This is an optimization exercise on Yosys and OpenROAD, whose aim is small area and a short achievable clock period, not a production implementation.
RTL that was checked went through simulation tests only; none was proved equivalent to the original.
Power figures rest on the tool's default switching activity, not on a simulated workload.

==> run E <==
==> flow/design.v <==
module cache_tag_check #(
    parameter int  WAYS  = 4,
    parameter int  SETS  = 16,
    parameter int  TAG_W = 20,
    localparam int WAY_W = (WAYS > 1) ? $clog2(WAYS) : 1,
    localparam int IDX_W = $clog2(SETS)
) (
    input  logic             clk,
    input  logic             rst,
    input  logic             lkp_valid,
    input  logic [IDX_W-1:0] lkp_index,
    input  logic [TAG_W-1:0] lkp_tag,
    output logic             lkp_ready,
    output logic             rsp_valid,
    output logic             rsp_hit,
    output logic [WAY_W-1:0] rsp_way,
    input  logic             fill_valid,
    input  logic [IDX_W-1:0] fill_index,
    input  logic [TAG_W-1:0] fill_tag,
    output logic             fill_done,
    output logic [WAY_W-1:0] fill_way,
    input  logic             flush,
    output logic             busy,
    output logic             err
);
    logic                         busy_q;
    logic [IDX_W-1:0]             fcnt_q;
    logic [SETS-1:0][WAYS-1:0]    vld_q;
    logic [SETS-1:0][WAY_W-1:0]   ptr_q;
    logic [TAG_W-1:0]             tag_mem [SETS][WAYS];
    logic                         pw_vld;
    logic [IDX_W-1:0]             pw_idx;
    logic [WAY_W-1:0]             pw_way;
    logic [TAG_W-1:0]             pw_tag;
    logic                         pw_adv;
    logic                         lkp_acc, fill_acc;
    logic                         l_byp, f_byp;
    logic                         l_ptag_eq, f_ptag_eq;
    logic [WAYS-1:0]              lkp_hitv, fill_match, fill_inv;
    logic                         hit_any;
    logic [WAY_W-1:0]             hit_way;
    logic [WAY_W-1:0]             victim;
    logic                         ptr_adv;
    logic [WAY_W-1:0]             ptr_cur;
    assign lkp_ready = ~busy_q;
    assign busy      = busy_q;
    assign err       = 1'b0;
    assign lkp_acc   = lkp_valid  & ~busy_q & ~flush;
    assign fill_acc  = fill_valid & ~busy_q & ~flush;
    assign l_byp     = pw_vld && (pw_idx == lkp_index);
    assign f_byp     = pw_vld && (pw_idx == fill_index);
    assign l_ptag_eq = (pw_tag == lkp_tag);
    assign f_ptag_eq = (pw_tag == fill_tag);
    for (genvar w = 0; w < WAYS; w++) begin : g_way
        logic l_pw, f_pw;
        assign l_pw = l_byp && (pw_way == WAY_W'(w));
        assign f_pw = f_byp && (pw_way == WAY_W'(w));
        assign lkp_hitv[w]   = l_pw ? l_ptag_eq
                             : (vld_q[lkp_index][w] && (tag_mem[lkp_index][w] == lkp_tag));
        assign fill_match[w] = f_pw ? f_ptag_eq
                             : (vld_q[fill_index][w] && (tag_mem[fill_index][w] == fill_tag));
        assign fill_inv[w]   = ~f_pw & ~vld_q[fill_index][w];
    end
    always_comb begin
        hit_any = |lkp_hitv;
        hit_way = '0;
        for (int w = WAYS - 1; w >= 0; w--) begin
            if (lkp_hitv[w]) hit_way = WAY_W'(w);
        end
    end
    assign ptr_cur = ptr_q[fill_index] + WAY_W'(f_byp & pw_adv);
    always_comb begin
        victim  = ptr_cur;
        ptr_adv = 1'b0;
        if (|fill_match) begin
            for (int w = WAYS - 1; w >= 0; w--) begin
                if (fill_match[w]) victim = WAY_W'(w);
            end
        end else if (|fill_inv) begin
            for (int w = WAYS - 1; w >= 0; w--) begin
                if (fill_inv[w]) victim = WAY_W'(w);
            end
        end else begin
            ptr_adv = 1'b1;
        end
    end
    always_ff @(posedge clk) begin
        if (rst) begin
            busy_q <= 1'b0;
            fcnt_q <= '0;
        end else if (busy_q) begin
            fcnt_q <= fcnt_q + IDX_W'(1);
            if (fcnt_q == IDX_W'(SETS - 1)) busy_q <= 1'b0;
        end else if (flush) begin
            busy_q <= 1'b1;
        end
    end
    always_ff @(posedge clk) begin
        if (rst) pw_vld <= 1'b0;
        else     pw_vld <= fill_acc;
        if (fill_acc) begin
            pw_idx <= fill_index;
            pw_way <= victim;
            pw_tag <= fill_tag;
            pw_adv <= ptr_adv;
        end
    end
    always_ff @(posedge clk) begin
        if (rst) begin
            vld_q <= '0;
            ptr_q <= '0;
        end else begin
            if (pw_vld) begin
                vld_q[pw_idx][pw_way] <= 1'b1;
                if (pw_adv) ptr_q[pw_idx] <= ptr_q[pw_idx] + WAY_W'(1);
            end
            if (~busy_q & flush) vld_q <= '0;
        end
    end
    always_ff @(posedge clk) begin
        if (pw_vld) tag_mem[pw_idx][pw_way] <= pw_tag;
    end
    always_ff @(posedge clk) begin
        if (rst) begin
            rsp_valid <= 1'b0;
            rsp_hit   <= 1'b0;
            rsp_way   <= '0;
            fill_done <= 1'b0;
            fill_way  <= '0;
        end else begin
            rsp_valid <= lkp_acc;
            rsp_hit   <= lkp_acc & hit_any;
            rsp_way   <= lkp_acc ? hit_way : '0;
            fill_done <= fill_acc;
            if (fill_acc) fill_way <= victim;
        end
    end
endmodule
==> flow/run.sh <==
#!/bin/bash
# synth_recipe.tcl (not shown) runs the flow's synth.tcl, then flattens the netlist and writes it again
# the make line also repeats each setting of config.mk as NAME=value (left out here)
make -C /OpenROAD-flow-scripts/flow DESIGN_CONFIG=/design/flow/config.mk WORK_HOME=/design/flow/orfs CLKGATE_MAP_FILE= SYNTH_SCRIPT=/design/flow/synth_recipe.tcl finish
==> flow/config.mk <==
export PLATFORM = sky130hd
export DESIGN_NAME = cache_tag_check
export DESIGN_NICKNAME = cache_tag_check
export VERILOG_FILES = /design/flow/design.v
export SDC_FILE = /design/flow/constraint.sdc
export NUM_CORES = 4
export LEC_CHECK = 0
export ABC_CLOCK_PERIOD_IN_PS = 4500
export CAP_MARGIN = 20
export CORE_MARGIN = 2
export CORE_UTILIZATION = 35
export SETUP_SLACK_MARGIN = 0.2
export SLEW_MARGIN = 20
==> flow/constraint.sdc <==
create_clock -name core_clock -period 5.5 [get_ports {clk}]
set_input_delay 1.1000 -clock core_clock [delete_from_list [all_inputs] [get_ports {clk}]]
set_output_delay 1.1000 -clock core_clock [all_outputs]
set_load 0.01 [all_outputs]
==> run K: changes against run E <==
==> flow/design.v (replaced) <==
module cache_tag_check #(
    parameter int  WAYS  = 4,
    parameter int  SETS  = 16,
    parameter int  TAG_W = 20,
    localparam int WAY_W = (WAYS > 1) ? $clog2(WAYS) : 1,
    localparam int IDX_W = $clog2(SETS)
) (
    input  logic             clk,
    input  logic             rst,
    input  logic             lkp_valid,
    input  logic [IDX_W-1:0] lkp_index,
    input  logic [TAG_W-1:0] lkp_tag,
    output logic             lkp_ready,
    output logic             rsp_valid,
    output logic             rsp_hit,
    output logic [WAY_W-1:0] rsp_way,
    input  logic             fill_valid,
    input  logic [IDX_W-1:0] fill_index,
    input  logic [TAG_W-1:0] fill_tag,
    output logic             fill_done,
    output logic [WAY_W-1:0] fill_way,
    input  logic             flush,
    output logic             busy,
    output logic             err
);
    typedef enum logic [0:0] {
        S_IDLE  = 1'b0,
        S_FLUSH = 1'b1
    } state_t;
    state_t                       state_q, state_d;
    logic [IDX_W-1:0]             fcnt_q;
    logic [SETS-1:0][WAYS-1:0]    vld_q;
    logic [SETS-1:0][WAY_W-1:0]   ptr_q;
    logic [TAG_W-1:0]             tag_mem [SETS][WAYS];
    logic                         lkp_acc, fill_acc;
    logic [WAYS-1:0]              lkp_tmatch, lkp_perr, lkp_hitv;
    logic [WAYS-1:0]              fill_match, fill_inv;
    logic                         hit_any;
    logic [WAY_W-1:0]             hit_way;
    logic [WAY_W-1:0]             victim;
    logic                         ptr_adv;
    logic [WAY_W-1:0]             ptr_cur, ptr_next;
    assign lkp_ready = (state_q == S_IDLE);
    assign busy      = (state_q == S_FLUSH);
    assign lkp_acc   = lkp_valid  & lkp_ready & ~flush;
    assign fill_acc  = fill_valid & lkp_ready & ~flush;
    for (genvar w = 0; w < WAYS; w++) begin : g_way
        assign lkp_tmatch[w] = vld_q[lkp_index][w] && (tag_mem[lkp_index][w] == lkp_tag);
        assign lkp_perr[w]   = 1'b0;
        assign lkp_hitv[w]   = lkp_tmatch[w] & ~lkp_perr[w];
        assign fill_match[w] = vld_q[fill_index][w] && (tag_mem[fill_index][w] == fill_tag);
        assign fill_inv[w]   = ~vld_q[fill_index][w];
    end
    always_comb begin
        hit_any = |lkp_hitv;
        hit_way = '0;
        for (int w = WAYS - 1; w >= 0; w--) begin
            if (lkp_hitv[w]) hit_way = WAY_W'(w);
        end
    end
    assign ptr_cur  = ptr_q[fill_index];
    assign ptr_next = (ptr_cur == WAY_W'(WAYS - 1)) ? '0 : ptr_cur + WAY_W'(1);
    always_comb begin
        victim  = ptr_cur;
        ptr_adv = 1'b0;
        if (|fill_match) begin
            for (int w = WAYS - 1; w >= 0; w--) begin
                if (fill_match[w]) victim = WAY_W'(w);
            end
        end else if (|fill_inv) begin
            for (int w = WAYS - 1; w >= 0; w--) begin
                if (fill_inv[w]) victim = WAY_W'(w);
            end
        end else begin
            ptr_adv = 1'b1;
        end
    end
    always_comb begin
        state_d = state_q;
        case (state_q)
            S_IDLE:  if (flush) state_d = S_FLUSH;
            S_FLUSH: if (fcnt_q == IDX_W'(SETS - 1)) state_d = S_IDLE;
            default: state_d = S_IDLE;
        endcase
    end
    always_ff @(posedge clk) begin
        if (rst) begin
            state_q <= S_IDLE;
            fcnt_q  <= '0;
        end else begin
            state_q <= state_d;
            fcnt_q  <= (state_q == S_FLUSH) ? fcnt_q + IDX_W'(1) : '0;
        end
    end
    always_ff @(posedge clk) begin
        if (rst) begin
            vld_q <= '0;
            ptr_q <= '0;
        end else begin
            if (state_q == S_FLUSH) vld_q[fcnt_q] <= '0;
            if (fill_acc) begin
                vld_q[fill_index][victim] <= 1'b1;
                if (ptr_adv) ptr_q[fill_index] <= ptr_next;
            end
        end
    end
    always_ff @(posedge clk) begin
        if (fill_acc) begin
            tag_mem[fill_index][victim] <= fill_tag;
        end
    end
    always_ff @(posedge clk) begin
        if (rst) begin
            rsp_valid <= 1'b0;
            rsp_hit   <= 1'b0;
            rsp_way   <= '0;
            fill_done <= 1'b0;
            fill_way  <= '0;
        end else begin
            rsp_valid <= lkp_acc;
            rsp_hit   <= lkp_acc & hit_any;
            rsp_way   <= lkp_acc ? hit_way : '0;
            fill_done <= fill_acc;
            if (fill_acc) fill_way <= victim;
        end
    end
    assign err = 1'b0;
endmodule
==> run Y: changes against run E <==
--- a/flow/design.v
+++ b/flow/design.v
@@ -53,2 +53,34 @@
     assign f_ptag_eq = (pw_tag == fill_tag);
+    logic [SETS-1:0]              l_seln, f_seln;
+    logic [TAG_W-1:0]             l_mm [WAYS];
+    logic [TAG_W-1:0]             f_mm [WAYS];
+    logic [WAYS-1:0]              l_vrd, f_vrd;
+    always_comb begin
+        for (int s = 0; s < SETS; s++) begin
+            l_seln[s] = (lkp_index != IDX_W'(s));
+            f_seln[s] = (fill_index != IDX_W'(s));
+        end
+        l_vrd = '0;
+        f_vrd = '0;
+        for (int s = 0; s < SETS; s++) begin
+            l_vrd = l_vrd | ({WAYS{~l_seln[s]}} & vld_q[s]);
+            f_vrd = f_vrd | ({WAYS{~f_seln[s]}} & vld_q[s]);
+        end
+    end
+    for (genvar w = 0; w < WAYS; w++) begin : g_rd
+        for (genvar b = 0; b < TAG_W; b++) begin : g_bit
+            ctc_cmp_bit #(.SETS(SETS)) u_l (
+                .seln(l_seln), .t(lkp_tag[b]), .mm(l_mm[w][b]),
+                .d({tag_mem[15][w][b], tag_mem[14][w][b], tag_mem[13][w][b], tag_mem[12][w][b],
+                    tag_mem[11][w][b], tag_mem[10][w][b], tag_mem[9][w][b],  tag_mem[8][w][b],
+                    tag_mem[7][w][b],  tag_mem[6][w][b],  tag_mem[5][w][b],  tag_mem[4][w][b],
+                    tag_mem[3][w][b],  tag_mem[2][w][b],  tag_mem[1][w][b],  tag_mem[0][w][b]}));
+            ctc_cmp_bit #(.SETS(SETS)) u_f (
+                .seln(f_seln), .t(fill_tag[b]), .mm(f_mm[w][b]),
+                .d({tag_mem[15][w][b], tag_mem[14][w][b], tag_mem[13][w][b], tag_mem[12][w][b],
+                    tag_mem[11][w][b], tag_mem[10][w][b], tag_mem[9][w][b],  tag_mem[8][w][b],
+                    tag_mem[7][w][b],  tag_mem[6][w][b],  tag_mem[5][w][b],  tag_mem[4][w][b],
+                    tag_mem[3][w][b],  tag_mem[2][w][b],  tag_mem[1][w][b],  tag_mem[0][w][b]}));
+        end
+    end
     for (genvar w = 0; w < WAYS; w++) begin : g_way
@@ -58,6 +90,6 @@
         assign lkp_hitv[w]   = l_pw ? l_ptag_eq
-                             : (vld_q[lkp_index][w] && (tag_mem[lkp_index][w] == lkp_tag));
+                             : (l_vrd[w] && ~|l_mm[w]);
         assign fill_match[w] = f_pw ? f_ptag_eq
-                             : (vld_q[fill_index][w] && (tag_mem[fill_index][w] == fill_tag));
-        assign fill_inv[w]   = ~f_pw & ~vld_q[fill_index][w];
+                             : (f_vrd[w] && ~|f_mm[w]);
+        assign fill_inv[w]   = ~f_pw & ~f_vrd[w];
     end
@@ -100,8 +132,6 @@
         else     pw_vld <= fill_acc;
-        if (fill_acc) begin
-            pw_idx <= fill_index;
-            pw_way <= victim;
-            pw_tag <= fill_tag;
-            pw_adv <= ptr_adv;
-        end
+        pw_idx <= fill_index;
+        pw_way <= victim;
+        pw_tag <= fill_tag;
+        pw_adv <= ptr_adv;
     end
@@ -138 +168,27 @@
 endmodule
+module ctc_cmp_bit #(
+    parameter int SETS = 16
+) (
+    input  logic [SETS-1:0] seln,
+    input  logic [SETS-1:0] d,
+    input  logic            t,
+    output logic            mm
+);
+    logic [SETS/2-1:0] o;
+    for (genvar k = 0; k < SETS / 2; k++) begin : g_pair
+        ctc_o22ai u_o (.a1(d[2*k]), .a2(seln[2*k]), .b1(d[2*k+1]), .b2(seln[2*k+1]), .y(o[k]));
+    end
+    ctc_mmx #(.N(SETS / 2)) u_m (.o(o), .t(t), .mm(mm));
+endmodule
+module ctc_o22ai (input logic a1, a2, b1, b2, output logic y);
+    assign y = ~((a1 | a2) & (b1 | b2));
+endmodule
+module ctc_mmx #(
+    parameter int N = 8
+) (
+    input  logic [N-1:0] o,
+    input  logic         t,
+    output logic         mm
+);
+    assign mm = (~|o) ^ t;
+endmodule
--- a/flow/config.mk
+++ b/flow/config.mk
@@ -13 +13,2 @@
 export SLEW_MARGIN = 20
+export SYNTH_HIERARCHICAL = 1
==> summary of the runs <==
Global-route usage: run Y is higher than run E (3.4 points).
In sequential power, run E and run Y hardly differ.
Critical path depth: run K is higher than run Y (5).
Between run E and run K, the lower synthesized cell count is in run K (gap 1.8%, measured against run K).
Between run E and run K, the lower flip-flop and latch count is in run K (gap 27).
Clock skew, highest first: run Y, run E, run K.
Between run K and run E, the lower combinational power is in run E (gap about 13%, measured against run E).
Cell count, highest first: run Y, run K, run E.
Between run E and run K, the lower non-clock buffer count is in run E (gap 337).
The RTL of run E and run Y was laid out without a check of its function.

-- separate check: timing with driven ports --
In the flow no input, the clock included, has a driving cell. The finished layouts below were timed again as built, in two steps.
Step 1, drivers: a clkbuf_16 drives clk and a buf_2 each remaining input, both assumed.
Step 2 moves the port delays by t, midway between the first and last clock arrival at a register: inputs arrive t later, outputs are due t later. That takes back most of the time a late clock gives input paths.
Three values: ideal, step 1, step 2; two values: the first two.
| run | shift t [ns] | setup slack, ns | latest minus earliest clock arrival (ns) |
|---|---|---|---|
| run E | 0.887 | 0.828 / 0.864 / -0.024 | 0.053 / 0.053 |
| run K | 0.869 | 0.384 / 0.153 / -0.716 | 0.044 / 0.045 |
| run Y | 0.873 | 0.283 / 0.341 / -0.532 | 0.054 / 0.054 |
Met with ideal ports but missed after step 2: setup timing in every run listed. The setup slack of run K, which loses most, moves by -0.231 ns with the drivers and by -1.100 ns with both steps.
